What follows belongs to an exercise in optimizing a design on an open flow for small area and a short achievable clock period; a production flow would make more cautious choices. Function was checked by simulation only, so behaviour that the tests miss may differ from the original. No activity file was given, so power comes from the tool's default toggle rates.

// conv_top
module conv_top #(
  parameter int PIXEL_W = 8
) (
    input  wire logic                                          clk
  , input  wire logic                                          reset_i
  , input  wire logic                                          s_tvalid_i
  , input  wire logic [PIXEL_W-1:0]                            s_tdata_i
  , input  wire logic                                          s_tuser_i
  , input  wire logic                                          s_tlast_i
  , input  wire logic                                          m_tready_i
  , output logic                                               s_tready_o
  , output logic                                               col_vld_o
  , output logic [5:0]                                         col_pos_o
  , output logic [conv_geom_pkg::KERNEL_ROWS*PIXEL_W-1:0]      col_data_o
);
  logic                                             advance;
  logic                                             hold;
  logic                                             pol;
  logic [4:1]                                       sof_hist;
  logic [4:1]                                       eol_hist;
  logic [4:1]                                       pos_vld;
  conv_pos_pkg::kernel_pos_t                        kernel_pos;
  logic                                             centre_vld;
  logic [7:0]                                       sel_lo;
  logic [7:0]                                       sel_hi;
  conv_ingress_pipe u_ingress (
      .clk          (clk)
  ...
==> flow/config.mk <==
export PLATFORM = sky130hd
export DESIGN_NAME = conv_top
export DESIGN_NICKNAME = conv_top
export VERILOG_FILES = /design/flow/design.v
export SDC_FILE = /design/flow/constraint.sdc
export NUM_CORES = 4
export LEC_CHECK = 0
export CAP_MARGIN = 20
export CORE_MARGIN = 2
export CORE_UTILIZATION = 75
export CTS_CLUSTER_DIAMETER = 110
export CTS_CLUSTER_SIZE = 30
export SETUP_SLACK_MARGIN = 2.8
export SLEW_MARGIN = 20
export SYNTH_HIERARCHICAL = 1
export SYNTH_MINIMUM_KEEP_SIZE = 0
==> flow/constraint.sdc <==
create_clock -name core_clock -period 5.0 [get_ports {clk}]
set_input_delay 1.0000 -clock core_clock [delete_from_list [all_inputs] [get_ports {clk}]]
set_output_delay 1.0000 -clock core_clock [all_outputs]
set_load 0.01 [all_outputs]
run.sh (not shown) runs the stock make flow with config.mk's settings and CLKGATE_MAP_FILE= SYNTH_SCRIPT=/design/flow/synth_recipe.tcl, a recipe that flattens the netlist after the stock synthesis.
==> next run, changes <==
Settings changed: TNS_END_PERCENT set to 10.
Total power hardly moves.
Routed wire length is lower by about 0.5%.
Clock power barely changes.
Global-route usage falls by 0.15 points.
==> next run, changes <==
Settings changed: CORE_UTILIZATION 75 to 65, CTS_CLUSTER_DIAMETER 110 to 100, CTS_CLUSTER_SIZE 30 to 25, TNS_END_PERCENT 10 to not set.
Final area grows by about 2%.
Total power grows by about 1.8%.
Worst setup slack gets better by 0.019 ns.
Sequential share of layout area shrinks by 1.2 points.
Utilization shrinks by 9.0 points.
Fmax grows by about 0.8%.
Combinational power grows by about 2%.
Register-to-register slack stays flat.
Global-route usage shrinks by 3.1 points.
==> next run, changes <==
Settings changed: CORE_UTILIZATION 65 to 75, CTS_CLUSTER_DIAMETER 100 to 110, CTS_CLUSTER_SIZE 25 to 30, SETUP_SLACK_MARGIN 2.8 to 2.55.
Outcome:
- The new run produced a clean layout
- final cell count drops by a few percent
- design area drops by a few percent
- die area drops by roughly a tenth
- power drops by a few percent
- hold slack got worse by 0.014 ns
- sequential power hardly moves
- setup slack got worse by 0.083 ns

* * *

## indigo
Another version of the RTL of conv_top (not shown whole).
Size in the first run: roughly 62 I/O pins, ~67,000 um2 of cells after synthesis.
clock: 5.0 ns
lec_check: 0
cap_margin: 20
core_margin: 2
core_utilization: 65
cts_cluster_diameter: 100
cts_cluster_size: 25
setup_slack_margin: 2.8
slew_margin: 20
synth_hierarchical: 1
synth_minimum_keep_size: 0
indigo ran to completion and came out clean on the timing, design-rule and antenna checks.
### indigo -> fjord
--- a/flow/config.mk
+++ b/flow/config.mk
@@ -9,7 +9,5 @@
 export CORE_MARGIN = 2
 export CORE_UTILIZATION = 65
-export CTS_CLUSTER_DIAMETER = 100
-export CTS_CLUSTER_SIZE = 25
-export SETUP_SLACK_MARGIN = 2.8
+export SETUP_SLACK_MARGIN = 2.5
 export SLEW_MARGIN = 20
 export SYNTH_HIERARCHICAL = 1
==> comparison <==
- indigo leaves more setup margin than fjord.
- indigo -> fjord: post-layout instance count excluding filler cells increased by a few percent
- fjord ends up with a clock-buffer cell count that is about 150% higher than in indigo.
- Going from indigo to fjord, total number of vias shows an increase of 236, number of ordinary and repair buffers in the finished layout shows a reduction of about 25%, overall fraction of global-route tracks in use shows an increase of 0.25 points, count of H-tree levels built during CTS shows an increase of 1.
- Going from indigo to fjord, maximum frequency saw a decrease; sequential cell count shows no meaningful change.
diff inputs: fjord => onyx
--- a/flow/config.mk
+++ b/flow/config.mk
@@ -8,5 +8,5 @@
 export CAP_MARGIN = 20
 export CORE_MARGIN = 2
-export CORE_UTILIZATION = 65
+export CORE_UTILIZATION = 40
 export SETUP_SLACK_MARGIN = 2.5
 export SLEW_MARGIN = 20
## What came out
onyx reached the end of the flow, and the finished layout is clean on the timing, design-rule and antenna checks.
The final reports for onyx and fjord show highest cell delay on the worst timing path higher in the former.
Per the comparison of onyx with fjord, global placer's final weighted congestion now larger, power rose 540 uW.
Comparing fjord and onyx, the lower wire length is on fjord.
In onyx relative to fjord, layout buffer count excluding clock buffers had gone up by a little under 10%.
In onyx, post-layout minimum cycle time is lower than in fjord.
Input changes introduced in quartz (baseline for comparison: onyx):
--- a/flow/config.mk
+++ b/flow/config.mk
@@ -8,5 +8,7 @@
 export CAP_MARGIN = 20
 export CORE_MARGIN = 2
-export CORE_UTILIZATION = 40
+export CORE_UTILIZATION = 65
+export CTS_CLUSTER_DIAMETER = 100
+export CTS_CLUSTER_SIZE = 25
 export SETUP_SLACK_MARGIN = 2.5
 export SLEW_MARGIN = 20
==> comparison <==
- Global-route usage on quartz is up relative to onyx.
- Run comparison: quartz launch point of the worst path s_tvalid_i; onyx launch point of the worst path m_tready_i
- Count of placed standard cells in the final layout, fillers left out | quartz below onyx
- Going from onyx to quartz, HPWL after detailed placement shrank slightly.
- Between onyx and quartz, the sum of met2 wire segment lengths after detailed routing is lower for onyx.

## static timing again, ports no longer ideal
No port has a modelled driver above. Below, the same layouts with a new extraction and two added sets of constraints.
Step 1 assumes that a clkbuf_16 drives the clock port and a buf_2 every other input.
Step 2 also shifts input and output timing later by t, the mid clock arrival at the registers, as if the neighbouring blocks saw the same clock.
Three values: no drivers, after step 1, after step 2; two values: the first two.
run | shift t [ns] | slack for setup (ns) | clock arrival spread, ns
the first run of note 1 | 0.744 | 2.622 / 2.563 / 2.196 | 0.034 / 0.034
the second run of note 1 | 0.746 | 2.623 / 2.566 / 2.165 | 0.036 / 0.036
the third run of note 1 | 0.768 | 2.642 / 2.609 / 2.073 | 0.023 / 0.023
the fourth run of note 1 | 0.736 | 2.560 / 2.537 / 1.912 | 0.021 / 0.021
indigo | 0.766 | 2.513 / 2.468 / 2.044 | 0.029 / 0.029
fjord | 0.843 | 2.385 / 2.355 / 1.600 | 0.023 / 0.023
onyx | 0.866 | 2.517 / 2.495 / 1.703 | 0.045 / 0.044
quartz | 0.765 | 2.471 / 2.430 / 1.798 | 0.028 / 0.028
After both steps setup and hold are still met in every run listed. For onyx, which loses most, drivers alone change the setup slack by -0.022 ns; drivers and shift together by -0.814 ns.
